What follows belongs to an exercise in optimizing a design on an open flow for small area; a production flow would make more cautious choices.
Where RTL was checked, it was by simulation tests only, not by an equivalence proof against the original.
For run 1, only the layout was checked, not whether the RTL still works.
Power and IR drop assume default switching activity.

## flow/design.v (module list and top-level ports; edited modules follow where they fit)
// module dds_demod: 974 lines
// module dds_g_fa: 4 lines
// module dds_g_xor2: 3 lines
// module dds_g_xnor2: 3 lines
// module dds_g_nand2: 3 lines
// module dds_g_nor2: 3 lines
// module dds_g_or2: 3 lines
// module dds_g_and2: 3 lines
// module dds_g_orn2: 3 lines
// module dds_g_and3: 3 lines
// module dds_g_a21oi: 3 lines
// module dds_g_o22ai: 3 lines
// module dds_g_o22a: 3 lines
// module dds_g_inv: 3 lines
module dds_demod (
    input  logic               clk,
    input  logic               rst,
    input  logic               en,
    input  logic [3:0]         mode,
    input  logic               sym_start,
    input  logic               sample_valid,
    input  logic signed [11:0] wave,
    input  logic signed [11:0] ref_sin,
    input  logic signed [11:0] ref_cos,
    output logic [1:0]         data_out,
    output logic               data_valid,
    output logic               mode_err
);
  // ...
==> flow/flow/run.sh <==
#!/bin/bash
# Standard layout (standard.sh), with two changes passed to ORFS through its
# environment: the port buffers use a small buffer cell, and clock tree
# synthesis adds no dummy loads.
set -e
export BUFFER_PORTS_ARGS="-buffer_cell sky130_fd_sc_hd__buf_2"
export CTS_ARGS="-sink_clustering_enable -repair_clock_nets -buf_list sky130_fd_sc_hd__clkbuf_8 -dont_use_dummy_load"
bash standard.sh > standard.log 2>&1
==> flow/standard.sh <==
#!/bin/bash
# synth_recipe.tcl (not shown) runs the flow's synth.tcl, then flattens the netlist and writes it again
# the make line also repeats each setting of config.mk as NAME=value (left out here)
make -C /OpenROAD-flow-scripts/flow DESIGN_CONFIG=/design/flow/config.mk WORK_HOME=/design/flow/orfs CLKGATE_MAP_FILE= SYNTH_SCRIPT=/design/flow/synth_recipe.tcl "${@:-finish}"
==> flow/config.mk <==
export PLATFORM = sky130hd
export DESIGN_NAME = dds_demod
export DESIGN_NICKNAME = dds_demod
export VERILOG_FILES = /design/flow/design.v
export SDC_FILE = /design/flow/constraint.sdc
export NUM_CORES = 4
export LEC_CHECK = 0
export CAP_MARGIN = 0
export CORE_MARGIN = 2
export CORE_UTILIZATION = 65
export CTS_BUF_LIST = sky130_fd_sc_hd__clkbuf_8
export GPL_TIMING_DRIVEN = 0
export SLEW_MARGIN = 0
export SYNTH_HIERARCHICAL = 1
export SYNTH_MINIMUM_KEEP_SIZE = 0
==> flow/constraint.sdc <==
create_clock -name core_clock -period 10.0 [get_ports {clk}]
set_input_delay 2.0000 -clock core_clock [delete_from_list [all_inputs] [get_ports {clk}]]
set_output_delay 2.0000 -clock core_clock [all_outputs]
set_load 0.01 [all_outputs]
==> notes.md, run 1 <==
* Outcome: timing/DRC/antenna clean
* Post-synthesis compound-gate area fraction at 13.1%
* P_comb at 2.12 mW
* Total number of vias at 8006
* Post-Layout Cell Count at 1334
* Top power group: combinational cells
* TritonCTS clock tree: yes
* Total setup buffers inserted after CTS at 0
* Global-route met2 utilization at 51.2%
* P_clk at 196 uW
* Relative slew slack at 42.9%
* Post-synthesis register bit count at 85
* Post-cts sizing count at 0
* Final instance area at 10900 um2
* Synth area leaders: fa_1 (30%), xnor2_1 (14%), dfxtp_1 (13%), o22ai_1 (8.9%), xor2_1 (8.6%)
* Final setup fails at 0
* TritonCTS Buffers at 9
* Top Layer Used: met4
* Final hold slack at 0.483 ns
* Critical path depth at 32
* TNS Setup at 0 ns
* RR Endpoint: dec_reg[0]$_DFFE_PP_
* WL met2 at 11.5 mm
* Worst-path clk slew at 0.10 ns
* Core Box Area at 15300 um2
* Final design utilization at 71.3%
* GRT Resource Usage Total at 31.8%
* Antenna Nets Post-Route at 0
* Post-route setup slack at 0.552 ns
* Power Total at 2.92 mW
* Adder-cell share of the synthesized area at 30.0%
* Diode count at 0
* Hold Buf Count CTS at 0
* Syn avg cell area at 9.61 um2
* Initial antenna violation count at 0
* R2r startpoint: ci_acc[31]$_DFF_P_
* Seq cells at 85
==> run 2, diff against run 1 <==
--- a/flow/design.v
+++ b/flow/design.v
@@ -25,4 +25,4 @@
     logic [1:0]        mcls;
-    logic              s_i, s_q, big_i, big_q, ask_t, ask_ne0, ask_nu0, ask_c28, ask, nclr;
-    logic ci_e1, ci_e2, ci_e3, ci_e4, ci_e5, ci_e6, ci_e7, ci_e8, ci_e9, ci_e10, ci_e11, ci_e12, ci_e13, ci_e14, ci_e15, ci_e16, ci_e17, ci_e18, ci_e19, ci_q20, ci_p21, ci_q22, ci_p23, ci_q24, ci_p25, ci_q26, ci_p27, ci_q28, ci_p29, ci_q30, ci_p31, ci_q32, ci_p33, ci_q34, ci_p35, ci_q36, ci_p37, ci_q38, ci_p39, ci_q40, ci_p41, ci_q42, ci_p43, ci_q44, ci_p45, ci_q46, ci_p47, ci_q48, ci_p49, ci_q50, ci_p51, ci_q52, ci_p53, ci_q54, ci_p55, ci_q56, ci_p57, ci_q58, ci_p59, ci_q60, ci_p61, ci_q62, ci_p63, ci_q64, ci_p65, ci_q66, ci_p67, ci_q68, ci_p69, ci_q70, ci_p71, ci_q72, ci_p73, ci_q74, ci_p75, ci_q76, ci_p77, ci_q78, ci_p79, ci_q80, ci_p81, ci_q82, ci_p83, ci_q84, ci_p85, ci_q86, ci_p87, ci_q88, ci_p89, ci_q90, ci_p91, ci_q92, ci_p93, ci_q94, ci_p95, ci_q96, ci_p97, ci_q98, ci_p99, ci_q100, ci_p101, ci_q102, ci_p103, ci_q104, ci_p105, ci_q106, ci_p107, ci_q108, ci_p109, ci_q110, ci_p111, ci_q112, ci_p113, ci_q114, ci_p115, ci_q116, ci_p117, ci_q118, ci_p119, ci_q120, ci_p121, ci_q122, ci_p123, ci_q124, ci_p125, ci_q126, ci_p127, ci_q128, ci_p129, ci_q130, ci_p131, ci_q132, ci_p133, ci_q134, ci_p135, ci_q136, ci_p137, ci_q138, ci_p139, ci_q140, ci_p141, ci_q142, ci_p143, ci_q144, ci_p145, ci_q146, ci_p147, ci_q148, ci_p149, ci_q150, ci_p151, ci_q152, ci_p153, ci_q154, ci_p155, ci_q156, ci_p157, ci_q158, ci_p159, ci_q160, ci_p161, ci_q162, ci_p163, ci_q164, ci_p165, ci_q166, ci_p167, ci_q168, ci_p169, ci_q170, ci_p171, ci_q172, ci_p173, ci_q174, ci_p175, ci_e176, ci_e177, ci_x178, ci_x179, ci_x180, ci_x181, ci_x182, ci_x183, ci_x184, ci_x185, ci_x186, ci_x187, ci_x188, ci_x189, ci_x190, ci_x191, ci_x192, ci_x193, ci_x194, ci_x195, ci_x196, ci_x197, ci_x198, ci_x199, ci_x200, ci_x201, ci_x202, ci_x203, ci_x204, ci_x205, ci_x206, ci_x207, ci_x208, ci_x209, ci_210, ci_211, ci_212, ci_213, ci_214, ci_215, ci_216, ci_217, ci_218, ci_219, ci_220, ci_221, ci_222, ci_223, ci_224, ci_225, ci_226, ci_227, ci_228, ci_229, ci_230, ci_231, ci_232, ci_233, ci_234, ci_235, ci_236, ci_237, ci_238, ci_239, ci_240, ci_241, ci_242, ci_243, ci_244, ci_245, ci_246, ci_247, ci_248, ci_249, ci_250, ci_251, ci_252, ci_253, ci_254, ci_255, ci_256, ci_257, ci_258, ci_259, ci_260, ci_261, ci_262, ci_263, ci_264, ci_265, ci_266, ci_267, ci_268, ci_269, ci_270, ci_271, ci_272, ci_273, ci_274, ci_275, ci_276, ci_277, ci_278, ci_279, ci_280, ci_281, ci_282, ci_283, ci_284, ci_285, ci_286, ci_287, ci_288, ci_289, ci_290, ci_291, ci_292, ci_293, ci_294, ci_295, ci_296, ci_297, ci_298, ci_299, ci_300, ci_301, ci_302, ci_303, ci_304, ci_305, ci_306, ci_307, ci_308, ci_309, ci_310, ci_311, ci_312, ci_313, ci_314, ci_315, ci_316, ci_317, ci_318, ci_319, ci_320, ci_321, ci_322, ci_323, ci_324, ci_325, ci_326, ci_327, ci_328, ci_329, ci_330, ci_331, ci_332, ci_333, ci_334, ci_335, ci_336, ci_337, ci_338, ci_339, ci_340, ci_341, ci_342, ci_343, ci_344, ci_345, ci_346, ci_347, ci_348, ci_349, ci_350, ci_351, ci_352, ci_353, ci_354, ci_355, ci_356, ci_357, ci_358, ci_359, ci_360, ci_361, ci_362, ci_363, ci_364, ci_365, ci_366, ci_367, ci_368, ci_369, ci_370, ci_371, ci_372, ci_373, ci_374, ci_375, ci_376, ci_377, ci_378, ci_379, ci_380, ci_381, ci_382, ci_383, ci_384, ci_385, ci_386, ci_387, ci_388, ci_389, ci_390, ci_391, ci_392, ci_393, ci_394, ci_395, ci_396, ci_397, ci_398, ci_399, ci_400, ci_401, ci_402, ci_403, ci_404, ci_405, ci_406, ci_407, ci_408, ci_409, ci_410, ci_411, ci_412, ci_413, ci_414, ci_415, ci_416, ci_417, ci_418, ci_419, ci_420, ci_421, ci_422, ci_423, ci_424, ci_425, ci_426, ci_427, ci_428, ci_429, ci_430, ci_431, ci_432, ci_433, ci_434, ci_435, ci_436, ci_437, cq_e438, cq_e439, cq_e440, cq_e441, cq_e442, cq_e443, cq_e444, cq_e445, cq_e446, cq_e447, cq_e448, cq_e449, cq_e450, cq_e451, cq_e452, cq_e453, cq_e454, cq_e455, cq_e456, cq_q457, cq_p458, cq_q459, cq_p460, cq_q461, cq_p462, cq_q463, cq_p464, cq_q465, cq_p466, cq_q467, cq_p468, cq_q469, cq_p470, cq_q471, cq_p472, cq_q473, cq_p474, cq_q475, cq_p476, cq_q477, cq_p478, cq_q479, cq_p480, cq_q481, cq_p482, cq_q483, cq_p484, cq_q485, cq_p486, cq_q487, cq_p488, cq_q489, cq_p490, cq_q491, cq_p492, cq_q493, cq_p494, cq_q495, cq_p496, cq_q497, cq_p498, cq_q499, cq_p500, cq_q501, cq_p502, cq_q503, cq_p504, cq_q505, cq_p506, cq_q507, cq_p508, cq_q509, cq_p510, cq_q511, cq_p512, cq_q513, cq_p514, cq_q515, cq_p516, cq_q517, cq_p518, cq_q519, cq_p520, cq_q521, cq_p522, cq_q523, cq_p524, cq_q525, cq_p526, cq_q527, cq_p528, cq_q529, cq_p530, cq_q531, cq_p532, cq_q533, cq_p534, cq_q535, cq_p536, cq_q537, cq_p538, cq_q539, cq_p540, cq_q541, cq_p542, cq_q543, cq_p544, cq_q545, cq_p546, cq_q547, cq_p548, cq_q549, cq_p550, cq_q551, cq_p552, cq_q553, cq_p554, cq_q555, cq_p556, cq_q557, cq_p558, cq_q559, cq_p560, cq_q561, cq_p562, cq_q563, cq_p564, cq_q565, cq_p566, cq_q567, cq_p568, cq_q569, cq_p570, cq_q571, cq_p572, cq_q573, cq_p574, cq_q575, cq_p576, cq_q577, cq_p578, cq_q579, cq_p580, cq_q581, cq_p582, cq_q583, cq_p584, cq_q585, cq_p586, cq_q587, cq_p588, cq_q589, cq_p590, cq_q591, cq_p592, cq_q593, cq_p594, cq_q595, cq_p596, cq_q597, cq_p598, cq_q599, cq_p600, cq_q601, cq_p602, cq_q603, cq_p604, cq_q605, cq_p606, cq_q607, cq_p608, cq_q609, cq_p610, cq_q611, cq_p612, cq_e613, cq_e614, cq_x615, cq_x616, cq_x617, cq_x618, cq_x619, cq_x620, cq_x621, cq_x622, cq_x623, cq_x624, cq_x625, cq_x626, cq_x627, cq_x628, cq_x629, cq_x630, cq_x631, cq_x632, cq_x633, cq_x634, cq_x635, cq_x636, cq_x637, cq_x638, cq_x639, cq_x640, cq_x641, cq_x642, cq_x643, cq_x644, cq_x645, cq_x646, cq_647, cq_648, cq_649, cq_650, cq_651, cq_652, cq_653, cq_654, cq_655, cq_656, cq_657, cq_658, cq_659, cq_660, cq_661, cq_662, cq_663, cq_664, cq_665, cq_666, cq_667, cq_668, cq_669, cq_670, cq_671, cq_672, cq_673, cq_674, cq_675, cq_676, cq_677, cq_678, cq_679, cq_680, cq_681, cq_682, cq_683, cq_684, cq_685, cq_686, cq_687, cq_688, cq_689, cq_690, cq_691, cq_692, cq_693, cq_694, cq_695, cq_696, cq_697, cq_698, cq_699, cq_700, cq_701, cq_702, cq_703, cq_704, cq_705, cq_706, cq_707, cq_708, cq_709, cq_710, cq_711, cq_712, cq_713, cq_714, cq_715, cq_716, cq_717, cq_718, cq_719, cq_720, cq_721, cq_722, cq_723, cq_724, cq_725, cq_726, cq_727, cq_728, cq_729, cq_730, cq_731, cq_732, cq_733, cq_734, cq_735, cq_736, cq_737, cq_738, cq_739, cq_740, cq_741, cq_742, cq_743, cq_744, cq_745, cq_746, cq_747, cq_748, cq_749, cq_750, cq_751, cq_752, cq_753, cq_754, cq_755, cq_756, cq_757, cq_758, cq_759, cq_760, cq_761, cq_762, cq_763, cq_764, cq_765, cq_766, cq_767, cq_768, cq_769, cq_770, cq_771, cq_772, cq_773, cq_774, cq_775, cq_776, cq_777, cq_778, cq_779, cq_780, cq_781, cq_782, cq_783, cq_784, cq_785, cq_786, cq_787, cq_788, cq_789, cq_790, cq_791, cq_792, cq_793, cq_794, cq_795, cq_796, cq_797, cq_798, cq_799, cq_800, cq_801, cq_802, cq_803, cq_804, cq_805, cq_806, cq_807, cq_808, cq_809, cq_810, cq_811, cq_812, cq_813, cq_814, cq_815, cq_816, cq_817, cq_818, cq_819, cq_820, cq_821, cq_822, cq_823, cq_824, cq_825, cq_826, cq_827, cq_828, cq_829, cq_830, cq_831, cq_832, cq_833, cq_834, cq_835, cq_836, cq_837, cq_838, cq_839, cq_840, cq_841, cq_842, cq_843, cq_844, cq_845, cq_846, cq_847, cq_848, cq_849, cq_850, cq_851, cq_852, cq_853, cq_854, cq_855, cq_856, cq_857, cq_858, cq_859, cq_860, cq_861, cq_862, cq_863, cq_864, cq_865, cq_866, cq_867, cq_868, cq_869, cq_870, cq_871, cq_872, cq_873, cq_874, ask_b875, ask_g876, ask_p877, ask_e878, ask_u879, ask_b880, ask_g881, ask_p882, ask_e883, ask_u884, ask_b885, ask_g886, ask_p887, ask_e888, ask_u889, ask_b890, ask_g891, ask_p892, ask_e893, ask_u894, ask_b895, ask_g896, ask_p897, ask_e898, ask_u899, ask_b900, ask_g901, ask_p902, ask_e903, ask_u904, ask_b905, ask_g906, ask_p907, ask_e908, ask_u909, ask_b910, ask_g911, ask_p912, ask_e913, ask_u914, ask_b915, ask_g916, ask_p917, ask_e918, ask_u919, ask_b920, ask_g921, ask_p922, ask_e923, ask_u924, ask_b925, ask_g926, ask_p927, ask_e928, ask_u929, ask_b930, ask_g931, ask_p932, ask_e933, ask_u934, ask_b935, ask_g936, ask_p937, ask_e938, ask_u939, ask_b940, ask_g941, ask_p942, ask_e943, ask_u944, ask_b945, ask_g946, ask_p947, ask_e948, ask_u949, ask_b950, ask_g951, ask_p952, ask_e953, ask_u954, ask_b955, ask_g956, ask_p957, ask_e958, ask_u959, ask_b960, ask_g961, ask_p962, ask_e963, ask_u964, ask_b965, ask_g966, ask_p967, ask_e968, ask_u969, ask_b970, ask_g971, ask_p972, ask_e973, ask_u974, ask_b975, ask_g976, ask_p977, ask_e978, ask_u979, ask_b980, ask_g981, ask_p982, ask_e983, ask_u984, ask_b985, ask_g986, ask_p987, ask_e988, ask_u989, ask_b990, ask_g991, ask_p992, ask_e993, ask_u994, ask_b995, ask_g996, ask_p997, ask_e998, ask_u999, ask_b1000, ask_g1001, ask_p1002, ask_e1003, ask_u1004, ask_b1005, ask_g1006, ask_p1007, ask_e1008, ask_u1009, ask_b1010, ask_g1011, ask_p1012, ask_e1013;
+    logic              s_i, s_q, big_i, big_q, ask_ne0, ask_nu0, ask_c28, ask, nclr;
+    logic ci_e1, ci_e2, ci_e3, ci_e4, ci_e5, ci_e6, ci_e7, ci_e8, ci_e9, ci_e10, ci_e11, ci_e12, ci_e13, ci_e14, ci_e15, ci_e16, ci_e17, ci_e18, ci_e19, ci_q20, ci_p21, ci_q22, ci_p23, ci_q24, ci_p25, ci_q26, ci_p27, ci_q28, ci_p29, ci_q30, ci_p31, ci_q32, ci_p33, ci_q34, ci_p35, ci_q36, ci_p37, ci_q38, ci_p39, ci_q40, ci_p41, ci_q42, ci_p43, ci_q44, ci_p45, ci_q46, ci_p47, ci_q48, ci_p49, ci_q50, ci_p51, ci_q52, ci_p53, ci_q54, ci_p55, ci_q56, ci_p57, ci_q58, ci_p59, ci_q60, ci_p61, ci_q62, ci_p63, ci_q64, ci_p65, ci_q66, ci_p67, ci_q68, ci_p69, ci_q70, ci_p71, ci_q72, ci_p73, ci_q74, ci_p75, ci_q76, ci_p77, ci_q78, ci_p79, ci_q80, ci_p81, ci_q82, ci_p83, ci_q84, ci_p85, ci_q86, ci_p87, ci_q88, ci_p89, ci_q90, ci_p91, ci_q92, ci_p93, ci_q94, ci_p95, ci_q96, ci_p97, ci_q98, ci_p99, ci_q100, ci_p101, ci_q102, ci_p103, ci_q104, ci_p105, ci_q106, ci_p107, ci_q108, ci_p109, ci_q110, ci_p111, ci_q112, ci_p113, ci_q114, ci_p115, ci_q116, ci_p117, ci_q118, ci_p119, ci_q120, ci_p121, ci_q122, ci_p123, ci_q124, ci_p125, ci_q126, ci_p127, ci_q128, ci_p129, ci_q130, ci_p131, ci_q132, ci_p133, ci_q134, ci_p135, ci_q136, ci_p137, ci_q138, ci_p139, ci_q140, ci_p141, ci_q142, ci_p143, ci_q144, ci_p145, ci_q146, ci_p147, ci_q148, ci_p149, ci_q150, ci_p151, ci_q152, ci_p153, ci_q154, ci_p155, ci_q156, ci_p157, ci_q158, ci_p159, ci_q160, ci_p161, ci_q162, ci_p163, ci_q164, ci_p165, ci_q166, ci_p167, ci_q168, ci_p169, ci_q170, ci_p171, ci_q172, ci_p173, ci_q174, ci_p175, ci_e176, ci_e177, ci_x178, ci_x179, ci_x180, ci_x181, ci_x182, ci_x183, ci_x184, ci_x185, ci_x186, ci_x187, ci_x188, ci_x189, ci_x190, ci_x191, ci_x192, ci_x193, ci_x194, ci_x195, ci_x196, ci_x197, ci_x198, ci_x199, ci_x200, ci_x201, ci_x202, ci_x203, ci_x204, ci_x205, ci_x206, ci_x207, ci_x208, ci_x209, ci_210, ci_211, ci_212, ci_213, ci_214, ci_215, ci_216, ci_217, ci_218, ci_219, ci_220, ci_221, ci_222, ci_223, ci_224, ci_225, ci_226, ci_227, ci_228, ci_229, ci_230, ci_231, ci_232, ci_233, ci_234, ci_235, ci_236, ci_237, ci_238, ci_239, ci_240, ci_241, ci_242, ci_243, ci_244, ci_245, ci_246, ci_247, ci_248, ci_249, ci_250, ci_251, ci_252, ci_253, ci_254, ci_255, ci_256, ci_257, ci_258, ci_259, ci_260, ci_261, ci_262, ci_263, ci_264, ci_265, ci_266, ci_267, ci_268, ci_269, ci_270, ci_271, ci_272, ci_273, ci_274, ci_275, ci_276, ci_277, ci_278, ci_279, ci_280, ci_281, ci_282, ci_283, ci_284, ci_285, ci_286, ci_287, ci_288, ci_289, ci_290, ci_291, ci_292, ci_293, ci_294, ci_295, ci_296, ci_297, ci_298, ci_299, ci_300, ci_301, ci_302, ci_303, ci_304, ci_305, ci_306, ci_307, ci_308, ci_309, ci_310, ci_311, ci_312, ci_313, ci_314, ci_315, ci_316, ci_317, ci_318, ci_319, ci_320, ci_321, ci_322, ci_323, ci_324, ci_325, ci_326, ci_327, ci_328, ci_329, ci_330, ci_331, ci_332, ci_333, ci_334, ci_335, ci_336, ci_337, ci_338, ci_339, ci_340, ci_341, ci_342, ci_343, ci_344, ci_345, ci_346, ci_347, ci_348, ci_349, ci_350, ci_351, ci_352, ci_353, ci_354, ci_355, ci_356, ci_357, ci_358, ci_359, ci_360, ci_361, ci_362, ci_363, ci_364, ci_365, ci_366, ci_367, ci_368, ci_369, ci_370, ci_371, ci_372, ci_373, ci_374, ci_375, ci_376, ci_377, ci_378, ci_379, ci_380, ci_381, ci_382, ci_383, ci_384, ci_385, ci_386, ci_387, ci_388, ci_389, ci_390, ci_391, ci_392, ci_393, ci_394, ci_395, ci_396, ci_397, ci_398, ci_399, ci_400, ci_401, ci_402, ci_403, ci_404, ci_405, ci_406, ci_407, ci_408, ci_409, ci_410, ci_411, ci_412, ci_413, ci_414, ci_415, ci_416, ci_417, ci_418, ci_419, ci_420, ci_421, ci_422, ci_423, ci_424, ci_425, ci_426, ci_427, ci_428, ci_429, ci_430, ci_431, ci_432, ci_433, ci_434, ci_435, ci_436, ci_437, cq_e438, cq_e439, cq_e440, cq_e441, cq_e442, cq_e443, cq_e444, cq_e445, cq_e446, cq_e447, cq_e448, cq_e449, cq_e450, cq_e451, cq_e452, cq_e453, cq_e454, cq_e455, cq_e456, cq_q457, cq_p458, cq_q459, cq_p460, cq_q461, cq_p462, cq_q463, cq_p464, cq_q465, cq_p466, cq_q467, cq_p468, cq_q469, cq_p470, cq_q471, cq_p472, cq_q473, cq_p474, cq_q475, cq_p476, cq_q477, cq_p478, cq_q479, cq_p480, cq_q481, cq_p482, cq_q483, cq_p484, cq_q485, cq_p486, cq_q487, cq_p488, cq_q489, cq_p490, cq_q491, cq_p492, cq_q493, cq_p494, cq_q495, cq_p496, cq_q497, cq_p498, cq_q499, cq_p500, cq_q501, cq_p502, cq_q503, cq_p504, cq_q505, cq_p506, cq_q507, cq_p508, cq_q509, cq_p510, cq_q511, cq_p512, cq_q513, cq_p514, cq_q515, cq_p516, cq_q517, cq_p518, cq_q519, cq_p520, cq_q521, cq_p522, cq_q523, cq_p524, cq_q525, cq_p526, cq_q527, cq_p528, cq_q529, cq_p530, cq_q531, cq_p532, cq_q533, cq_p534, cq_q535, cq_p536, cq_q537, cq_p538, cq_q539, cq_p540, cq_q541, cq_p542, cq_q543, cq_p544, cq_q545, cq_p546, cq_q547, cq_p548, cq_q549, cq_p550, cq_q551, cq_p552, cq_q553, cq_p554, cq_q555, cq_p556, cq_q557, cq_p558, cq_q559, cq_p560, cq_q561, cq_p562, cq_q563, cq_p564, cq_q565, cq_p566, cq_q567, cq_p568, cq_q569, cq_p570, cq_q571, cq_p572, cq_q573, cq_p574, cq_q575, cq_p576, cq_q577, cq_p578, cq_q579, cq_p580, cq_q581, cq_p582, cq_q583, cq_p584, cq_q585, cq_p586, cq_q587, cq_p588, cq_q589, cq_p590, cq_q591, cq_p592, cq_q593, cq_p594, cq_q595, cq_p596, cq_q597, cq_p598, cq_q599, cq_p600, cq_q601, cq_p602, cq_q603, cq_p604, cq_q605, cq_p606, cq_q607, cq_p608, cq_q609, cq_p610, cq_q611, cq_p612, cq_e613, cq_e614, cq_x615, cq_x616, cq_x617, cq_x618, cq_x619, cq_x620, cq_x621, cq_x622, cq_x623, cq_x624, cq_x625, cq_x626, cq_x627, cq_x628, cq_x629, cq_x630, cq_x631, cq_x632, cq_x633, cq_x634, cq_x635, cq_x636, cq_x637, cq_x638, cq_x639, cq_x640, cq_x641, cq_x642, cq_x643, cq_x644, cq_x645, cq_x646, cq_647, cq_648, cq_649, cq_650, cq_651, cq_652, cq_653, cq_654, cq_655, cq_656, cq_657, cq_658, cq_659, cq_660, cq_661, cq_662, cq_663, cq_664, cq_665, cq_666, cq_667, cq_668, cq_669, cq_670, cq_671, cq_672, cq_673, cq_674, cq_675, cq_676, cq_677, cq_678, cq_679, cq_680, cq_681, cq_682, cq_683, cq_684, cq_685, cq_686, cq_687, cq_688, cq_689, cq_690, cq_691, cq_692, cq_693, cq_694, cq_695, cq_696, cq_697, cq_698, cq_699, cq_700, cq_701, cq_702, cq_703, cq_704, cq_705, cq_706, cq_707, cq_708, cq_709, cq_710, cq_711, cq_712, cq_713, cq_714, cq_715, cq_716, cq_717, cq_718, cq_719, cq_720, cq_721, cq_722, cq_723, cq_724, cq_725, cq_726, cq_727, cq_728, cq_729, cq_730, cq_731, cq_732, cq_733, cq_734, cq_735, cq_736, cq_737, cq_738, cq_739, cq_740, cq_741, cq_742, cq_743, cq_744, cq_745, cq_746, cq_747, cq_748, cq_749, cq_750, cq_751, cq_752, cq_753, cq_754, cq_755, cq_756, cq_757, cq_758, cq_759, cq_760, cq_761, cq_762, cq_763, cq_764, cq_765, cq_766, cq_767, cq_768, cq_769, cq_770, cq_771, cq_772, cq_773, cq_774, cq_775, cq_776, cq_777, cq_778, cq_779, cq_780, cq_781, cq_782, cq_783, cq_784, cq_785, cq_786, cq_787, cq_788, cq_789, cq_790, cq_791, cq_792, cq_793, cq_794, cq_795, cq_796, cq_797, cq_798, cq_799, cq_800, cq_801, cq_802, cq_803, cq_804, cq_805, cq_806, cq_807, cq_808, cq_809, cq_810, cq_811, cq_812, cq_813, cq_814, cq_815, cq_816, cq_817, cq_818, cq_819, cq_820, cq_821, cq_822, cq_823, cq_824, cq_825, cq_826, cq_827, cq_828, cq_829, cq_830, cq_831, cq_832, cq_833, cq_834, cq_835, cq_836, cq_837, cq_838, cq_839, cq_840, cq_841, cq_842, cq_843, cq_844, cq_845, cq_846, cq_847, cq_848, cq_849, cq_850, cq_851, cq_852, cq_853, cq_854, cq_855, cq_856, cq_857, cq_858, cq_859, cq_860, cq_861, cq_862, cq_863, cq_864, cq_865, cq_866, cq_867, cq_868, cq_869, cq_870, cq_871, cq_872, cq_873, cq_874, ask_t875, ask_t876, ask_b877, ask_g878, ask_p879, ask_e880, ask_u881, ask_b882, ask_g883, ask_p884, ask_e885, ask_u886, ask_b887, ask_g888, ask_p889, ask_e890, ask_u891, ask_b892, ask_g893, ask_p894, ask_e895, ask_u896, ask_b897, ask_g898, ask_p899, ask_e900, ask_u901, ask_b902, ask_g903, ask_p904, ask_e905, ask_u906, ask_b907, ask_g908, ask_p909, ask_e910, ask_u911, ask_b912, ask_g913, ask_p914, ask_e915, ask_u916, ask_b917, ask_g918, ask_p919, ask_e920, ask_u921, ask_b922, ask_g923, ask_p924, ask_e925, ask_u926, ask_b927, ask_g928, ask_p929, ask_e930, ask_u931, ask_b932, ask_g933, ask_p934, ask_e935, ask_u936, ask_b937, ask_g938, ask_p939, ask_e940, ask_u941, ask_b942, ask_g943, ask_p944, ask_e945, ask_u946, ask_b947, ask_g948, ask_p949, ask_e950, ask_u951, ask_b952, ask_g953, ask_p954, ask_e955, ask_u956, ask_b957, ask_g958, ask_p959, ask_e960, ask_u961, ask_b962, ask_g963, ask_p964, ask_e965, ask_u966, ask_b967, ask_g968, ask_p969, ask_e970, ask_u971, ask_b972, ask_g973, ask_p974, ask_e975, ask_u976, ask_b977, ask_g978, ask_p979, ask_e980, ask_u981, ask_b982, ask_g983, ask_p984, ask_e985, ask_u986, ask_b987, ask_g988, ask_p989, ask_e990, ask_u991, ask_b992, ask_g993, ask_p994, ask_e995, ask_u996, ask_b997, ask_g998, ask_p999, ask_e1000, ask_u1001, ask_b1002, ask_g1003, ask_p1004, ask_e1005, ask_u1006, ask_b1007, ask_g1008, ask_p1009, ask_e1010, ask_u1011, ask_b1012, ask_g1013, ask_p1014, ask_e1015;
     assign start = sym_start & sample_valid;
@@ -56,3 +56,2 @@
     assign big_q  = ~(&cq_acc[31:28] | ~|cq_acc[31:28]);
-    assign ask_t  = s_i ^ s_q;
     assign ask_ne0 = ~(~s_i & s_q);
@@ -788,142 +787,144 @@
     assign cq_sum = {cq_874, cq_872, cq_870, cq_868, cq_866, cq_864, cq_862, cq_860, cq_858, cq_854, cq_852, cq_848, cq_846, cq_842, cq_840, cq_836, cq_834, cq_830, cq_828, cq_824, cq_822, cq_820, cq_818, cq_814, cq_812, cq_810, cq_808, cq_807, cq_806, cq_805, cq_804, cq_803};
-    dds_g_xor2 u_ask_b875 (.a(cq_acc[0]), .b(ask_t), .y(ask_b875));
-    dds_g_nand2 u_ask_g876 (.a(ci_acc[0]), .b(ask_b875), .y(ask_g876));
-    dds_g_nor2 u_ask_p877 (.a(ci_acc[0]), .b(ask_b875), .y(ask_p877));
-    dds_g_o22a u_ask_e878 (.a(ask_p877), .b(ask_ne0), .c(ask_g876), .d(ask_nu0), .y(ask_e878));
-    dds_g_and2 u_ask_u879 (.a(ask_nu0), .b(ask_p877), .y(ask_u879));
-    dds_g_xor2 u_ask_b880 (.a(cq_acc[1]), .b(ask_t), .y(ask_b880));
-    dds_g_nand2 u_ask_g881 (.a(ci_acc[1]), .b(ask_b880), .y(ask_g881));
-    dds_g_nor2 u_ask_p882 (.a(ci_acc[1]), .b(ask_b880), .y(ask_p882));
-    dds_g_o22a u_ask_e883 (.a(ask_p882), .b(ask_e878), .c(ask_g881), .d(ask_u879), .y(ask_e883));
-    dds_g_and2 u_ask_u884 (.a(ask_u879), .b(ask_p882), .y(ask_u884));
-    dds_g_xor2 u_ask_b885 (.a(cq_acc[2]), .b(ask_t), .y(ask_b885));
-    dds_g_nand2 u_ask_g886 (.a(ci_acc[2]), .b(ask_b885), .y(ask_g886));
-    dds_g_nor2 u_ask_p887 (.a(ci_acc[2]), .b(ask_b885), .y(ask_p887));
-    dds_g_o22a u_ask_e888 (.a(ask_p887), .b(ask_e883), .c(ask_g886), .d(ask_u884), .y(ask_e888));
-    dds_g_and2 u_ask_u889 (.a(ask_u884), .b(ask_p887), .y(ask_u889));
-    dds_g_xor2 u_ask_b890 (.a(cq_acc[3]), .b(ask_t), .y(ask_b890));
-    dds_g_nand2 u_ask_g891 (.a(ci_acc[3]), .b(ask_b890), .y(ask_g891));
-    dds_g_nor2 u_ask_p892 (.a(ci_acc[3]), .b(ask_b890), .y(ask_p892));
-    dds_g_o22a u_ask_e893 (.a(ask_p892), .b(ask_e888), .c(ask_g891), .d(ask_u889), .y(ask_e893));
-    dds_g_and2 u_ask_u894 (.a(ask_u889), .b(ask_p892), .y(ask_u894));
-    dds_g_xor2 u_ask_b895 (.a(cq_acc[4]), .b(ask_t), .y(ask_b895));
-    dds_g_nand2 u_ask_g896 (.a(ci_acc[4]), .b(ask_b895), .y(ask_g896));
-    dds_g_nor2 u_ask_p897 (.a(ci_acc[4]), .b(ask_b895), .y(ask_p897));
-    dds_g_o22a u_ask_e898 (.a(ask_p897), .b(ask_e893), .c(ask_g896), .d(ask_u894), .y(ask_e898));
-    dds_g_and2 u_ask_u899 (.a(ask_u894), .b(ask_p897), .y(ask_u899));
-    dds_g_xor2 u_ask_b900 (.a(cq_acc[5]), .b(ask_t), .y(ask_b900));
-    dds_g_nand2 u_ask_g901 (.a(ci_acc[5]), .b(ask_b900), .y(ask_g901));
-    dds_g_nor2 u_ask_p902 (.a(ci_acc[5]), .b(ask_b900), .y(ask_p902));
-    dds_g_o22a u_ask_e903 (.a(ask_p902), .b(ask_e898), .c(ask_g901), .d(ask_u899), .y(ask_e903));
-    dds_g_and2 u_ask_u904 (.a(ask_u899), .b(ask_p902), .y(ask_u904));
-    dds_g_xor2 u_ask_b905 (.a(cq_acc[6]), .b(ask_t), .y(ask_b905));
-    dds_g_nand2 u_ask_g906 (.a(ci_acc[6]), .b(ask_b905), .y(ask_g906));
-    dds_g_nor2 u_ask_p907 (.a(ci_acc[6]), .b(ask_b905), .y(ask_p907));
-    dds_g_o22a u_ask_e908 (.a(ask_p907), .b(ask_e903), .c(ask_g906), .d(ask_u904), .y(ask_e908));
-    dds_g_and2 u_ask_u909 (.a(ask_u904), .b(ask_p907), .y(ask_u909));
-    dds_g_xor2 u_ask_b910 (.a(cq_acc[7]), .b(ask_t), .y(ask_b910));
-    dds_g_nand2 u_ask_g911 (.a(ci_acc[7]), .b(ask_b910), .y(ask_g911));
-    dds_g_nor2 u_ask_p912 (.a(ci_acc[7]), .b(ask_b910), .y(ask_p912));
-    dds_g_o22a u_ask_e913 (.a(ask_p912), .b(ask_e908), .c(ask_g911), .d(ask_u909), .y(ask_e913));
-    dds_g_and2 u_ask_u914 (.a(ask_u909), .b(ask_p912), .y(ask_u914));
-    dds_g_xor2 u_ask_b915 (.a(cq_acc[8]), .b(ask_t), .y(ask_b915));
-    dds_g_nand2 u_ask_g916 (.a(ci_acc[8]), .b(ask_b915), .y(ask_g916));
-    dds_g_nor2 u_ask_p917 (.a(ci_acc[8]), .b(ask_b915), .y(ask_p917));
-    dds_g_o22a u_ask_e918 (.a(ask_p917), .b(ask_e913), .c(ask_g916), .d(ask_u914), .y(ask_e918));
-    dds_g_and2 u_ask_u919 (.a(ask_u914), .b(ask_p917), .y(ask_u919));
-    dds_g_xor2 u_ask_b920 (.a(cq_acc[9]), .b(ask_t), .y(ask_b920));
-    dds_g_nand2 u_ask_g921 (.a(ci_acc[9]), .b(ask_b920), .y(ask_g921));
-    dds_g_nor2 u_ask_p922 (.a(ci_acc[9]), .b(ask_b920), .y(ask_p922));
-    dds_g_o22a u_ask_e923 (.a(ask_p922), .b(ask_e918), .c(ask_g921), .d(ask_u919), .y(ask_e923));
-    dds_g_and2 u_ask_u924 (.a(ask_u919), .b(ask_p922), .y(ask_u924));
-    dds_g_xor2 u_ask_b925 (.a(cq_acc[10]), .b(ask_t), .y(ask_b925));
-    dds_g_nand2 u_ask_g926 (.a(ci_acc[10]), .b(ask_b925), .y(ask_g926));
-    dds_g_nor2 u_ask_p927 (.a(ci_acc[10]), .b(ask_b925), .y(ask_p927));
-    dds_g_o22a u_ask_e928 (.a(ask_p927), .b(ask_e923), .c(ask_g926), .d(ask_u924), .y(ask_e928));
-    dds_g_and2 u_ask_u929 (.a(ask_u924), .b(ask_p927), .y(ask_u929));
-    dds_g_xor2 u_ask_b930 (.a(cq_acc[11]), .b(ask_t), .y(ask_b930));
-    dds_g_nand2 u_ask_g931 (.a(ci_acc[11]), .b(ask_b930), .y(ask_g931));
-    dds_g_nor2 u_ask_p932 (.a(ci_acc[11]), .b(ask_b930), .y(ask_p932));
-    dds_g_o22a u_ask_e933 (.a(ask_p932), .b(ask_e928), .c(ask_g931), .d(ask_u929), .y(ask_e933));
-    dds_g_and2 u_ask_u934 (.a(ask_u929), .b(ask_p932), .y(ask_u934));
-    dds_g_xor2 u_ask_b935 (.a(cq_acc[12]), .b(ask_t), .y(ask_b935));
-    dds_g_nand2 u_ask_g936 (.a(ci_acc[12]), .b(ask_b935), .y(ask_g936));
-    dds_g_nor2 u_ask_p937 (.a(ci_acc[12]), .b(ask_b935), .y(ask_p937));
-    dds_g_o22a u_ask_e938 (.a(ask_p937), .b(ask_e933), .c(ask_g936), .d(ask_u934), .y(ask_e938));
-    dds_g_and2 u_ask_u939 (.a(ask_u934), .b(ask_p937), .y(ask_u939));
-    dds_g_xor2 u_ask_b940 (.a(cq_acc[13]), .b(ask_t), .y(ask_b940));
-    dds_g_nand2 u_ask_g941 (.a(ci_acc[13]), .b(ask_b940), .y(ask_g941));
-    dds_g_nor2 u_ask_p942 (.a(ci_acc[13]), .b(ask_b940), .y(ask_p942));
-    dds_g_o22a u_ask_e943 (.a(ask_p942), .b(ask_e938), .c(ask_g941), .d(ask_u939), .y(ask_e943));
-    dds_g_and2 u_ask_u944 (.a(ask_u939), .b(ask_p942), .y(ask_u944));
-    dds_g_xor2 u_ask_b945 (.a(cq_acc[14]), .b(ask_t), .y(ask_b945));
-    dds_g_nand2 u_ask_g946 (.a(ci_acc[14]), .b(ask_b945), .y(ask_g946));
-    dds_g_nor2 u_ask_p947 (.a(ci_acc[14]), .b(ask_b945), .y(ask_p947));
-    dds_g_o22a u_ask_e948 (.a(ask_p947), .b(ask_e943), .c(ask_g946), .d(ask_u944), .y(ask_e948));
-    dds_g_and2 u_ask_u949 (.a(ask_u944), .b(ask_p947), .y(ask_u949));
-    dds_g_xor2 u_ask_b950 (.a(cq_acc[15]), .b(ask_t), .y(ask_b950));
-    dds_g_nand2 u_ask_g951 (.a(ci_acc[15]), .b(ask_b950), .y(ask_g951));
-    dds_g_nor2 u_ask_p952 (.a(ci_acc[15]), .b(ask_b950), .y(ask_p952));
-    dds_g_o22a u_ask_e953 (.a(ask_p952), .b(ask_e948), .c(ask_g951), .d(ask_u949), .y(ask_e953));
-    dds_g_and2 u_ask_u954 (.a(ask_u949), .b(ask_p952), .y(ask_u954));
-    dds_g_xor2 u_ask_b955 (.a(cq_acc[16]), .b(ask_t), .y(ask_b955));
-    dds_g_nand2 u_ask_g956 (.a(ci_acc[16]), .b(ask_b955), .y(ask_g956));
-    dds_g_nor2 u_ask_p957 (.a(ci_acc[16]), .b(ask_b955), .y(ask_p957));
-    dds_g_o22a u_ask_e958 (.a(ask_p957), .b(ask_e953), .c(ask_g956), .d(ask_u954), .y(ask_e958));
-    dds_g_and2 u_ask_u959 (.a(ask_u954), .b(ask_p957), .y(ask_u959));
-    dds_g_xor2 u_ask_b960 (.a(cq_acc[17]), .b(ask_t), .y(ask_b960));
-    dds_g_nand2 u_ask_g961 (.a(ci_acc[17]), .b(ask_b960), .y(ask_g961));
-    dds_g_nor2 u_ask_p962 (.a(ci_acc[17]), .b(ask_b960), .y(ask_p962));
-    dds_g_o22a u_ask_e963 (.a(ask_p962), .b(ask_e958), .c(ask_g961), .d(ask_u959), .y(ask_e963));
-    dds_g_and2 u_ask_u964 (.a(ask_u959), .b(ask_p962), .y(ask_u964));
-    dds_g_xor2 u_ask_b965 (.a(cq_acc[18]), .b(ask_t), .y(ask_b965));
-    dds_g_nand2 u_ask_g966 (.a(ci_acc[18]), .b(ask_b965), .y(ask_g966));
-    dds_g_nor2 u_ask_p967 (.a(ci_acc[18]), .b(ask_b965), .y(ask_p967));
-    dds_g_o22a u_ask_e968 (.a(ask_p967), .b(ask_e963), .c(ask_g966), .d(ask_u964), .y(ask_e968));
-    dds_g_and2 u_ask_u969 (.a(ask_u964), .b(ask_p967), .y(ask_u969));
-    dds_g_xor2 u_ask_b970 (.a(cq_acc[19]), .b(ask_t), .y(ask_b970));
-    dds_g_nand2 u_ask_g971 (.a(ci_acc[19]), .b(ask_b970), .y(ask_g971));
-    dds_g_nor2 u_ask_p972 (.a(ci_acc[19]), .b(ask_b970), .y(ask_p972));
-    dds_g_o22a u_ask_e973 (.a(ask_p972), .b(ask_e968), .c(ask_g971), .d(ask_u969), .y(ask_e973));
-    dds_g_and2 u_ask_u974 (.a(ask_u969), .b(ask_p972), .y(ask_u974));
-    dds_g_xor2 u_ask_b975 (.a(cq_acc[20]), .b(ask_t), .y(ask_b975));
-    dds_g_nand2 u_ask_g976 (.a(ci_acc[20]), .b(ask_b975), .y(ask_g976));
-    dds_g_nor2 u_ask_p977 (.a(ci_acc[20]), .b(ask_b975), .y(ask_p977));
-    dds_g_o22a u_ask_e978 (.a(ask_p977), .b(ask_e973), .c(ask_g976), .d(ask_u974), .y(ask_e978));
-    dds_g_and2 u_ask_u979 (.a(ask_u974), .b(ask_p977), .y(ask_u979));
-    dds_g_xor2 u_ask_b980 (.a(cq_acc[21]), .b(ask_t), .y(ask_b980));
-    dds_g_nand2 u_ask_g981 (.a(ci_acc[21]), .b(ask_b980), .y(ask_g981));
-    dds_g_nor2 u_ask_p982 (.a(ci_acc[21]), .b(ask_b980), .y(ask_p982));
-    dds_g_o22a u_ask_e983 (.a(ask_p982), .b(ask_e978), .c(ask_g981), .d(ask_u979), .y(ask_e983));
-    dds_g_and2 u_ask_u984 (.a(ask_u979), .b(ask_p982), .y(ask_u984));
-    dds_g_xor2 u_ask_b985 (.a(cq_acc[22]), .b(ask_t), .y(ask_b985));
-    dds_g_nand2 u_ask_g986 (.a(ci_acc[22]), .b(ask_b985), .y(ask_g986));
-    dds_g_nor2 u_ask_p987 (.a(ci_acc[22]), .b(ask_b985), .y(ask_p987));
-    dds_g_o22a u_ask_e988 (.a(ask_p987), .b(ask_e983), .c(ask_g986), .d(ask_u984), .y(ask_e988));
-    dds_g_and2 u_ask_u989 (.a(ask_u984), .b(ask_p987), .y(ask_u989));
-    dds_g_xor2 u_ask_b990 (.a(cq_acc[23]), .b(ask_t), .y(ask_b990));
-    dds_g_nand2 u_ask_g991 (.a(ci_acc[23]), .b(ask_b990), .y(ask_g991));
-    dds_g_nor2 u_ask_p992 (.a(ci_acc[23]), .b(ask_b990), .y(ask_p992));
-    dds_g_o22a u_ask_e993 (.a(ask_p992), .b(ask_e988), .c(ask_g991), .d(ask_u989), .y(ask_e993));
-    dds_g_and2 u_ask_u994 (.a(ask_u989), .b(ask_p992), .y(ask_u994));
-    dds_g_xor2 u_ask_b995 (.a(cq_acc[24]), .b(ask_t), .y(ask_b995));
-    dds_g_nand2 u_ask_g996 (.a(ci_acc[24]), .b(ask_b995), .y(ask_g996));
-    dds_g_nor2 u_ask_p997 (.a(ci_acc[24]), .b(ask_b995), .y(ask_p997));
-    dds_g_o22a u_ask_e998 (.a(ask_p997), .b(ask_e993), .c(ask_g996), .d(ask_u994), .y(ask_e998));
-    dds_g_and2 u_ask_u999 (.a(ask_u994), .b(ask_p997), .y(ask_u999));
-    dds_g_xor2 u_ask_b1000 (.a(cq_acc[25]), .b(ask_t), .y(ask_b1000));
-    dds_g_nand2 u_ask_g1001 (.a(ci_acc[25]), .b(ask_b1000), .y(ask_g1001));
-    dds_g_nor2 u_ask_p1002 (.a(ci_acc[25]), .b(ask_b1000), .y(ask_p1002));
-    dds_g_o22a u_ask_e1003 (.a(ask_p1002), .b(ask_e998), .c(ask_g1001), .d(ask_u999), .y(ask_e1003));
-    dds_g_and2 u_ask_u1004 (.a(ask_u999), .b(ask_p1002), .y(ask_u1004));
-    dds_g_xor2 u_ask_b1005 (.a(cq_acc[26]), .b(ask_t), .y(ask_b1005));
-    dds_g_nand2 u_ask_g1006 (.a(ci_acc[26]), .b(ask_b1005), .y(ask_g1006));
-    dds_g_nor2 u_ask_p1007 (.a(ci_acc[26]), .b(ask_b1005), .y(ask_p1007));
-    dds_g_o22a u_ask_e1008 (.a(ask_p1007), .b(ask_e1003), .c(ask_g1006), .d(ask_u1004), .y(ask_e1008));
-    dds_g_and2 u_ask_u1009 (.a(ask_u1004), .b(ask_p1007), .y(ask_u1009));
-    dds_g_xor2 u_ask_b1010 (.a(cq_acc[27]), .b(ask_t), .y(ask_b1010));
-    dds_g_nand2 u_ask_g1011 (.a(ci_acc[27]), .b(ask_b1010), .y(ask_g1011));
-    dds_g_nor2 u_ask_p1012 (.a(ci_acc[27]), .b(ask_b1010), .y(ask_p1012));
-    dds_g_o22a u_ask_e1013 (.a(ask_p1012), .b(ask_e1008), .c(ask_g1011), .d(ask_u1009), .y(ask_e1013));
-    assign ask_c28 = ~ask_e1013;
+    dds_g_xor2 u_ask_t875 (.a(s_i), .b(s_q), .y(ask_t875));
+    dds_g_xor2 u_ask_t876 (.a(s_i), .b(s_q), .y(ask_t876));
+    dds_g_xor2 u_ask_b877 (.a(cq_acc[0]), .b(ask_t875), .y(ask_b877));
+    dds_g_nand2 u_ask_g878 (.a(ci_acc[0]), .b(ask_b877), .y(ask_g878));
+    dds_g_nor2 u_ask_p879 (.a(ci_acc[0]), .b(ask_b877), .y(ask_p879));
+    dds_g_o22a u_ask_e880 (.a(ask_p879), .b(ask_ne0), .c(ask_g878), .d(ask_nu0), .y(ask_e880));
+    dds_g_and2 u_ask_u881 (.a(ask_nu0), .b(ask_p879), .y(ask_u881));
+    dds_g_xor2 u_ask_b882 (.a(cq_acc[1]), .b(ask_t875), .y(ask_b882));
+    dds_g_nand2 u_ask_g883 (.a(ci_acc[1]), .b(ask_b882), .y(ask_g883));
+    dds_g_nor2 u_ask_p884 (.a(ci_acc[1]), .b(ask_b882), .y(ask_p884));
+    dds_g_o22a u_ask_e885 (.a(ask_p884), .b(ask_e880), .c(ask_g883), .d(ask_u881), .y(ask_e885));
+    dds_g_and2 u_ask_u886 (.a(ask_u881), .b(ask_p884), .y(ask_u886));
+    dds_g_xor2 u_ask_b887 (.a(cq_acc[2]), .b(ask_t875), .y(ask_b887));
+    dds_g_nand2 u_ask_g888 (.a(ci_acc[2]), .b(ask_b887), .y(ask_g888));
+    dds_g_nor2 u_ask_p889 (.a(ci_acc[2]), .b(ask_b887), .y(ask_p889));
+    dds_g_o22a u_ask_e890 (.a(ask_p889), .b(ask_e885), .c(ask_g888), .d(ask_u886), .y(ask_e890));
+    dds_g_and2 u_ask_u891 (.a(ask_u886), .b(ask_p889), .y(ask_u891));
+    dds_g_xor2 u_ask_b892 (.a(cq_acc[3]), .b(ask_t875), .y(ask_b892));
+    dds_g_nand2 u_ask_g893 (.a(ci_acc[3]), .b(ask_b892), .y(ask_g893));
+    dds_g_nor2 u_ask_p894 (.a(ci_acc[3]), .b(ask_b892), .y(ask_p894));
+    dds_g_o22a u_ask_e895 (.a(ask_p894), .b(ask_e890), .c(ask_g893), .d(ask_u891), .y(ask_e895));
+    dds_g_and2 u_ask_u896 (.a(ask_u891), .b(ask_p894), .y(ask_u896));
+    dds_g_xor2 u_ask_b897 (.a(cq_acc[4]), .b(ask_t875), .y(ask_b897));
+    dds_g_nand2 u_ask_g898 (.a(ci_acc[4]), .b(ask_b897), .y(ask_g898));
+    dds_g_nor2 u_ask_p899 (.a(ci_acc[4]), .b(ask_b897), .y(ask_p899));
+    dds_g_o22a u_ask_e900 (.a(ask_p899), .b(ask_e895), .c(ask_g898), .d(ask_u896), .y(ask_e900));
+    dds_g_and2 u_ask_u901 (.a(ask_u896), .b(ask_p899), .y(ask_u901));
+    dds_g_xor2 u_ask_b902 (.a(cq_acc[5]), .b(ask_t875), .y(ask_b902));
+    dds_g_nand2 u_ask_g903 (.a(ci_acc[5]), .b(ask_b902), .y(ask_g903));
+    dds_g_nor2 u_ask_p904 (.a(ci_acc[5]), .b(ask_b902), .y(ask_p904));
+    dds_g_o22a u_ask_e905 (.a(ask_p904), .b(ask_e900), .c(ask_g903), .d(ask_u901), .y(ask_e905));
+    dds_g_and2 u_ask_u906 (.a(ask_u901), .b(ask_p904), .y(ask_u906));
+    dds_g_xor2 u_ask_b907 (.a(cq_acc[6]), .b(ask_t875), .y(ask_b907));
+    dds_g_nand2 u_ask_g908 (.a(ci_acc[6]), .b(ask_b907), .y(ask_g908));
+    dds_g_nor2 u_ask_p909 (.a(ci_acc[6]), .b(ask_b907), .y(ask_p909));
+    dds_g_o22a u_ask_e910 (.a(ask_p909), .b(ask_e905), .c(ask_g908), .d(ask_u906), .y(ask_e910));
+    dds_g_and2 u_ask_u911 (.a(ask_u906), .b(ask_p909), .y(ask_u911));
+    dds_g_xor2 u_ask_b912 (.a(cq_acc[7]), .b(ask_t875), .y(ask_b912));
+    dds_g_nand2 u_ask_g913 (.a(ci_acc[7]), .b(ask_b912), .y(ask_g913));
+    dds_g_nor2 u_ask_p914 (.a(ci_acc[7]), .b(ask_b912), .y(ask_p914));
+    dds_g_o22a u_ask_e915 (.a(ask_p914), .b(ask_e910), .c(ask_g913), .d(ask_u911), .y(ask_e915));
+    dds_g_and2 u_ask_u916 (.a(ask_u911), .b(ask_p914), .y(ask_u916));
+    dds_g_xor2 u_ask_b917 (.a(cq_acc[8]), .b(ask_t875), .y(ask_b917));
+    dds_g_nand2 u_ask_g918 (.a(ci_acc[8]), .b(ask_b917), .y(ask_g918));
+    dds_g_nor2 u_ask_p919 (.a(ci_acc[8]), .b(ask_b917), .y(ask_p919));
+    dds_g_o22a u_ask_e920 (.a(ask_p919), .b(ask_e915), .c(ask_g918), .d(ask_u916), .y(ask_e920));
+    dds_g_and2 u_ask_u921 (.a(ask_u916), .b(ask_p919), .y(ask_u921));
+    dds_g_xor2 u_ask_b922 (.a(cq_acc[9]), .b(ask_t875), .y(ask_b922));
+    dds_g_nand2 u_ask_g923 (.a(ci_acc[9]), .b(ask_b922), .y(ask_g923));
+    dds_g_nor2 u_ask_p924 (.a(ci_acc[9]), .b(ask_b922), .y(ask_p924));
+    dds_g_o22a u_ask_e925 (.a(ask_p924), .b(ask_e920), .c(ask_g923), .d(ask_u921), .y(ask_e925));
+    dds_g_and2 u_ask_u926 (.a(ask_u921), .b(ask_p924), .y(ask_u926));
+    dds_g_xor2 u_ask_b927 (.a(cq_acc[10]), .b(ask_t875), .y(ask_b927));
+    dds_g_nand2 u_ask_g928 (.a(ci_acc[10]), .b(ask_b927), .y(ask_g928));
+    dds_g_nor2 u_ask_p929 (.a(ci_acc[10]), .b(ask_b927), .y(ask_p929));
+    dds_g_o22a u_ask_e930 (.a(ask_p929), .b(ask_e925), .c(ask_g928), .d(ask_u926), .y(ask_e930));
+    dds_g_and2 u_ask_u931 (.a(ask_u926), .b(ask_p929), .y(ask_u931));
+    dds_g_xor2 u_ask_b932 (.a(cq_acc[11]), .b(ask_t875), .y(ask_b932));
+    dds_g_nand2 u_ask_g933 (.a(ci_acc[11]), .b(ask_b932), .y(ask_g933));
+    dds_g_nor2 u_ask_p934 (.a(ci_acc[11]), .b(ask_b932), .y(ask_p934));
+    dds_g_o22a u_ask_e935 (.a(ask_p934), .b(ask_e930), .c(ask_g933), .d(ask_u931), .y(ask_e935));
+    dds_g_and2 u_ask_u936 (.a(ask_u931), .b(ask_p934), .y(ask_u936));
+    dds_g_xor2 u_ask_b937 (.a(cq_acc[12]), .b(ask_t875), .y(ask_b937));
+    dds_g_nand2 u_ask_g938 (.a(ci_acc[12]), .b(ask_b937), .y(ask_g938));
+    dds_g_nor2 u_ask_p939 (.a(ci_acc[12]), .b(ask_b937), .y(ask_p939));
+    dds_g_o22a u_ask_e940 (.a(ask_p939), .b(ask_e935), .c(ask_g938), .d(ask_u936), .y(ask_e940));
+    dds_g_and2 u_ask_u941 (.a(ask_u936), .b(ask_p939), .y(ask_u941));
+    dds_g_xor2 u_ask_b942 (.a(cq_acc[13]), .b(ask_t875), .y(ask_b942));
+    dds_g_nand2 u_ask_g943 (.a(ci_acc[13]), .b(ask_b942), .y(ask_g943));
+    dds_g_nor2 u_ask_p944 (.a(ci_acc[13]), .b(ask_b942), .y(ask_p944));
+    dds_g_o22a u_ask_e945 (.a(ask_p944), .b(ask_e940), .c(ask_g943), .d(ask_u941), .y(ask_e945));
+    dds_g_and2 u_ask_u946 (.a(ask_u941), .b(ask_p944), .y(ask_u946));
+    dds_g_xor2 u_ask_b947 (.a(cq_acc[14]), .b(ask_t876), .y(ask_b947));
+    dds_g_nand2 u_ask_g948 (.a(ci_acc[14]), .b(ask_b947), .y(ask_g948));
+    dds_g_nor2 u_ask_p949 (.a(ci_acc[14]), .b(ask_b947), .y(ask_p949));
+    dds_g_o22a u_ask_e950 (.a(ask_p949), .b(ask_e945), .c(ask_g948), .d(ask_u946), .y(ask_e950));
+    dds_g_and2 u_ask_u951 (.a(ask_u946), .b(ask_p949), .y(ask_u951));
+    dds_g_xor2 u_ask_b952 (.a(cq_acc[15]), .b(ask_t876), .y(ask_b952));
+    dds_g_nand2 u_ask_g953 (.a(ci_acc[15]), .b(ask_b952), .y(ask_g953));
+    dds_g_nor2 u_ask_p954 (.a(ci_acc[15]), .b(ask_b952), .y(ask_p954));
+    dds_g_o22a u_ask_e955 (.a(ask_p954), .b(ask_e950), .c(ask_g953), .d(ask_u951), .y(ask_e955));
+    dds_g_and2 u_ask_u956 (.a(ask_u951), .b(ask_p954), .y(ask_u956));
+    dds_g_xor2 u_ask_b957 (.a(cq_acc[16]), .b(ask_t876), .y(ask_b957));
+    dds_g_nand2 u_ask_g958 (.a(ci_acc[16]), .b(ask_b957), .y(ask_g958));
+    dds_g_nor2 u_ask_p959 (.a(ci_acc[16]), .b(ask_b957), .y(ask_p959));
+    dds_g_o22a u_ask_e960 (.a(ask_p959), .b(ask_e955), .c(ask_g958), .d(ask_u956), .y(ask_e960));
+    dds_g_and2 u_ask_u961 (.a(ask_u956), .b(ask_p959), .y(ask_u961));
+    dds_g_xor2 u_ask_b962 (.a(cq_acc[17]), .b(ask_t876), .y(ask_b962));
+    dds_g_nand2 u_ask_g963 (.a(ci_acc[17]), .b(ask_b962), .y(ask_g963));
+    dds_g_nor2 u_ask_p964 (.a(ci_acc[17]), .b(ask_b962), .y(ask_p964));
+    dds_g_o22a u_ask_e965 (.a(ask_p964), .b(ask_e960), .c(ask_g963), .d(ask_u961), .y(ask_e965));
+    dds_g_and2 u_ask_u966 (.a(ask_u961), .b(ask_p964), .y(ask_u966));
+    dds_g_xor2 u_ask_b967 (.a(cq_acc[18]), .b(ask_t876), .y(ask_b967));
+    dds_g_nand2 u_ask_g968 (.a(ci_acc[18]), .b(ask_b967), .y(ask_g968));
+    dds_g_nor2 u_ask_p969 (.a(ci_acc[18]), .b(ask_b967), .y(ask_p969));
+    dds_g_o22a u_ask_e970 (.a(ask_p969), .b(ask_e965), .c(ask_g968), .d(ask_u966), .y(ask_e970));
+    dds_g_and2 u_ask_u971 (.a(ask_u966), .b(ask_p969), .y(ask_u971));
+    dds_g_xor2 u_ask_b972 (.a(cq_acc[19]), .b(ask_t876), .y(ask_b972));
+    dds_g_nand2 u_ask_g973 (.a(ci_acc[19]), .b(ask_b972), .y(ask_g973));
+    dds_g_nor2 u_ask_p974 (.a(ci_acc[19]), .b(ask_b972), .y(ask_p974));
+    dds_g_o22a u_ask_e975 (.a(ask_p974), .b(ask_e970), .c(ask_g973), .d(ask_u971), .y(ask_e975));
+    dds_g_and2 u_ask_u976 (.a(ask_u971), .b(ask_p974), .y(ask_u976));
+    dds_g_xor2 u_ask_b977 (.a(cq_acc[20]), .b(ask_t876), .y(ask_b977));
+    dds_g_nand2 u_ask_g978 (.a(ci_acc[20]), .b(ask_b977), .y(ask_g978));
+    dds_g_nor2 u_ask_p979 (.a(ci_acc[20]), .b(ask_b977), .y(ask_p979));
+    dds_g_o22a u_ask_e980 (.a(ask_p979), .b(ask_e975), .c(ask_g978), .d(ask_u976), .y(ask_e980));
+    dds_g_and2 u_ask_u981 (.a(ask_u976), .b(ask_p979), .y(ask_u981));
+    dds_g_xor2 u_ask_b982 (.a(cq_acc[21]), .b(ask_t876), .y(ask_b982));
+    dds_g_nand2 u_ask_g983 (.a(ci_acc[21]), .b(ask_b982), .y(ask_g983));
+    dds_g_nor2 u_ask_p984 (.a(ci_acc[21]), .b(ask_b982), .y(ask_p984));
+    dds_g_o22a u_ask_e985 (.a(ask_p984), .b(ask_e980), .c(ask_g983), .d(ask_u981), .y(ask_e985));
+    dds_g_and2 u_ask_u986 (.a(ask_u981), .b(ask_p984), .y(ask_u986));
+    dds_g_xor2 u_ask_b987 (.a(cq_acc[22]), .b(ask_t876), .y(ask_b987));
+    dds_g_nand2 u_ask_g988 (.a(ci_acc[22]), .b(ask_b987), .y(ask_g988));
+    dds_g_nor2 u_ask_p989 (.a(ci_acc[22]), .b(ask_b987), .y(ask_p989));
+    dds_g_o22a u_ask_e990 (.a(ask_p989), .b(ask_e985), .c(ask_g988), .d(ask_u986), .y(ask_e990));
+    dds_g_and2 u_ask_u991 (.a(ask_u986), .b(ask_p989), .y(ask_u991));
+    dds_g_xor2 u_ask_b992 (.a(cq_acc[23]), .b(ask_t876), .y(ask_b992));
+    dds_g_nand2 u_ask_g993 (.a(ci_acc[23]), .b(ask_b992), .y(ask_g993));
+    dds_g_nor2 u_ask_p994 (.a(ci_acc[23]), .b(ask_b992), .y(ask_p994));
+    dds_g_o22a u_ask_e995 (.a(ask_p994), .b(ask_e990), .c(ask_g993), .d(ask_u991), .y(ask_e995));
+    dds_g_and2 u_ask_u996 (.a(ask_u991), .b(ask_p994), .y(ask_u996));
+    dds_g_xor2 u_ask_b997 (.a(cq_acc[24]), .b(ask_t876), .y(ask_b997));
+    dds_g_nand2 u_ask_g998 (.a(ci_acc[24]), .b(ask_b997), .y(ask_g998));
+    dds_g_nor2 u_ask_p999 (.a(ci_acc[24]), .b(ask_b997), .y(ask_p999));
+    dds_g_o22a u_ask_e1000 (.a(ask_p999), .b(ask_e995), .c(ask_g998), .d(ask_u996), .y(ask_e1000));
+    dds_g_and2 u_ask_u1001 (.a(ask_u996), .b(ask_p999), .y(ask_u1001));
+    dds_g_xor2 u_ask_b1002 (.a(cq_acc[25]), .b(ask_t876), .y(ask_b1002));
+    dds_g_nand2 u_ask_g1003 (.a(ci_acc[25]), .b(ask_b1002), .y(ask_g1003));
+    dds_g_nor2 u_ask_p1004 (.a(ci_acc[25]), .b(ask_b1002), .y(ask_p1004));
+    dds_g_o22a u_ask_e1005 (.a(ask_p1004), .b(ask_e1000), .c(ask_g1003), .d(ask_u1001), .y(ask_e1005));
+    dds_g_and2 u_ask_u1006 (.a(ask_u1001), .b(ask_p1004), .y(ask_u1006));
+    dds_g_xor2 u_ask_b1007 (.a(cq_acc[26]), .b(ask_t876), .y(ask_b1007));
+    dds_g_nand2 u_ask_g1008 (.a(ci_acc[26]), .b(ask_b1007), .y(ask_g1008));
+    dds_g_nor2 u_ask_p1009 (.a(ci_acc[26]), .b(ask_b1007), .y(ask_p1009));
+    dds_g_o22a u_ask_e1010 (.a(ask_p1009), .b(ask_e1005), .c(ask_g1008), .d(ask_u1006), .y(ask_e1010));
+    dds_g_and2 u_ask_u1011 (.a(ask_u1006), .b(ask_p1009), .y(ask_u1011));
+    dds_g_xor2 u_ask_b1012 (.a(cq_acc[27]), .b(ask_t876), .y(ask_b1012));
+    dds_g_nand2 u_ask_g1013 (.a(ci_acc[27]), .b(ask_b1012), .y(ask_g1013));
+    dds_g_nor2 u_ask_p1014 (.a(ci_acc[27]), .b(ask_b1012), .y(ask_p1014));
+    dds_g_o22a u_ask_e1015 (.a(ask_p1014), .b(ask_e1010), .c(ask_g1013), .d(ask_u1011), .y(ask_e1015));
+    assign ask_c28 = ~ask_e1015;
     always_comb begin
--- a/flow/config.mk
+++ b/flow/config.mk
@@ -9,3 +9,3 @@
 export CORE_MARGIN = 2
-export CORE_UTILIZATION = 65
+export CORE_UTILIZATION = 80
 export CTS_BUF_LIST = sky130_fd_sc_hd__clkbuf_8
==> notes.md, run 2 <==
* Antenna Nets Post-Route at 0 (unchanged)
* Final WL at 25.6 mm (was 24.6 mm)
* Synth area leaders: fa_1 (30%), xnor2_1 (14%), dfxtp_1 (13%), o22ai_1 (8.9%), xor2_1 (8.8%) (was fa_1 (30%), xnor2_1 (14%), dfxtp_1 (13%), o22ai_1 (8.9%), xor2_1 (8.6%))
* FF-to-FF path depth at 34 (was 37)
* Post-synth top area cell: fa_1 (unchanged)
* Final setup fails at 0 (unchanged)
* Clock latency (worst-skew pair) at 0.40 ns (was 0.38 ns)
* Total setup buffers inserted after CTS at 0 (unchanged)
* Relative slew slack at 35.8% (was 42.9%)
* Syn avg cell area at 9.62 um2 (was 9.61 um2)
* Final design utilization at 86.5% (was 71.3%)
* Fin nets at 1320 (was 1324)
* Critical path class: input port to flip-flop (unchanged)
* Initial antenna violation count at 0 (unchanged)
* EDFF count, synth at 13 (unchanged)
* Worst-path clk slew at 0.11 ns (was 0.10 ns)
* Diode count at 0 (unchanged)
* Critical Path Fanout Max at 18 (unchanged)
* Data required time of the worst path at 10.31 ns (was 10.30 ns)
* Commonest non-fill, non-tap cells in the layout: xnor2_1 (162), fa_1 (152), o22ai_1 (145) (unchanged)
* Worst vdd ir at 0.232 mV (was 0.173 mV)
* Routability Congestion at 0.984 (was 0.937)
* TritonCTS Buffers at 9 (unchanged)
* Largest net degree at the start of global routing at 19 (was 29)
* Wire per inst at 19.8 um (was 18.4 um)
* CP dominant cell by count: nor2_1 (unchanged)
* Power Total at 3.00 mW (was 2.92 mW)
* CP startpoint kind: input port (unchanged)
* Placed cell areas at 10700 um2 (about the same)
* Die Y at 117 um (was 129 um)
* Final instance area at 10900 um2 (about the same)
* Core Box Area at 12600 um2 (was 15300 um2)
* TritonCTS clock tree: yes (unchanged)
* Root Driver: clkbuf_8 (unchanged)
* Post-synthesis register bit count at 85 (unchanged)
* RR Endpoint: dec_reg[0]$_DFFE_PP_ (unchanged)
* Synthesized cell area at 10200 um2 (about the same)
* GRT Resource Usage Total at 40.2% (was 31.8%)
* Post-route setup slack at 0.523 ns (was 0.552 ns)
* Filler instances at 714 (was 1274)
* Area growth syn-to-layout at 6.29% (was 6.75%)
* Total number of vias at 8341 (was 8006)
* Outcome: timing/DRC/antenna clean (unchanged)
* Max Cap Viol at 0 (unchanged)
* Clock Path Buffers at 2 (unchanged)
* DRC viols at 0 (unchanged)
* CTS sink cnt at 85 (unchanged)
* R2r startpoint: cq_acc[31]$_DFF_P_ (was ci_acc[31]$_DFF_P_)
* DP HPWL at 19.8 mm (was 19.0 mm)
run 2: metal layers:
metal	vias to the layer above	global-route usage (%)	routed length (um)
li1	3729	-	-
met5	-	0	0
met4	0	22.5	1530
met1	3961	50.7	9630
met2	524	64.3	12000
met3	127	9.58	2460
run 2: critical path: cells and delay by family:
kind | cells | cell delay, ns
compound gates | 6 | 0.62
simple gates | 16 | 3.78
xor+xnor | 3 | 0.63
fa+ha+maj | 6 | 2.62
buf+inv | 1 | 0.12
run 2: metrics by stage:
step	hold WS [ns]	cells	TNS, ns
after detailed placement	0.482	1284	-0.869
after global routing	0.530	1293	0
final	0.502	1293	0
after CTS	0.505	1293	0
after floorplan	0.455	1064	0
after global placement	0.461	1284	0
run 2: area by class of cell:
type                            instances  area (um2)  share of cell area [%]
Clock buffer                            9         124                    1.14
Sequential cell                        85        1870                    17.2
Inverter                               42         158                    1.45
Tap cell                              172         215                    1.98
Multi-Input combinational cell        935        8250                    75.9
Timing Repair Buffer                   48         240                    2.21
Buffer                                  2        11.3                   0.104
run 2: timing repair:
action                     4_1_cts  5_1_grt
hold buffers                     0        0
resized for setup                0       23
setup endpoints to repair        0        8
hold endpoints to repair         0        0
run 2: worst max-delay path by stage:
| stage | end | slack (ns) | depth (start not counted) | start |
|---|---|---|---|---|
| after global placement | cq_acc[31]$_DFF_P_ | 0.01 | 37 | sym_start |
| after detailed placement | cq_acc[31]$_DFF_P_ | -0.28 | 37 | sym_start |
| after global routing | cq_acc[31]$_DFF_P_ | 0.008 | 37 | sym_start |
| after floorplan | ci_acc[31]$_DFF_P_ | 1.15 | 34 | sym_start |
| after CTS | cq_acc[31]$_DFF_P_ | 0.07 | 37 | sym_start |
| final | cq_acc[31]$_DFF_P_ | 0.52 | 32 | sym_start |
run 2: Yosys stat by module, one instance, submodules excluded, excerpt:
module / cells inside / cell area (um2)
dds_demod: 201 / 2510
dds_g_and2: 1 / 6.26
dds_g_and3: 1 / 6.26
dds_g_fa: 1 / 20.0
dds_g_inv: 1 / 3.75
dds_g_nand2: 1 / 3.75
dds_g_nor2: 1 / 3.75
dds_g_o22ai: 1 / 6.26
dds_g_or2: 1 / 6.26
dds_g_orn2: 1 / 6.26
dds_g_xnor2: 1 / 8.76
dds_g_xor2: 1 / 8.76
run 2: logic make-up (layout without fill, tap and decap cells):
kind of cell / after synthesis / after routing / synth area share [%]
muxes: 4 / 4 / 0.428
buffers and inverters: 44 / 101 / 1.63
AOI/OAI and AO/OA: 198 / 198 / 13.1
and+or+nand+nor: 316 / 316 / 14.1
xor gates and xnor gates: 265 / 265 / 22.7
DFF: 85 / 85 / 18.3
adders and majority gates: 152 / 152 / 29.7
run 2: where the power goes:
part | total [mW] | leakage (nW) | switching (mW) | internal [mW]
clock | 0.198 | 0.0647 | 0.118 | 0.0807
combinational | 2.19 | 2.81 | 1.19 | 0.999
sequential | 0.610 | 0.757 | 0.102 | 0.508
total | 3.00 | 3.63 | 1.41 | 1.59

re-timing with driven ports:
How much do the figures lean on ideal ports? The routed layouts below were timed once more, with nothing changed but the port constraints. Step 1 assumes that a clkbuf_16 drives the clock port and a buf_2 every other input. Step 2 times the ports against the registers' clock, not the clock port: input delays grow and output delays shrink by t, the midpoint of the rising clock arrivals with the driver on. Slacks: ideal / step 1 / step 2; pairs: ideal / step 1.
run | shift t [ns] | setup slack, ns
run 1 | 0.406 | 0.552 / 0.565 / 0.159
run 2 | 0.418 | 0.523 / 0.543 / 0.125
After both steps setup and hold are still met in every run listed.
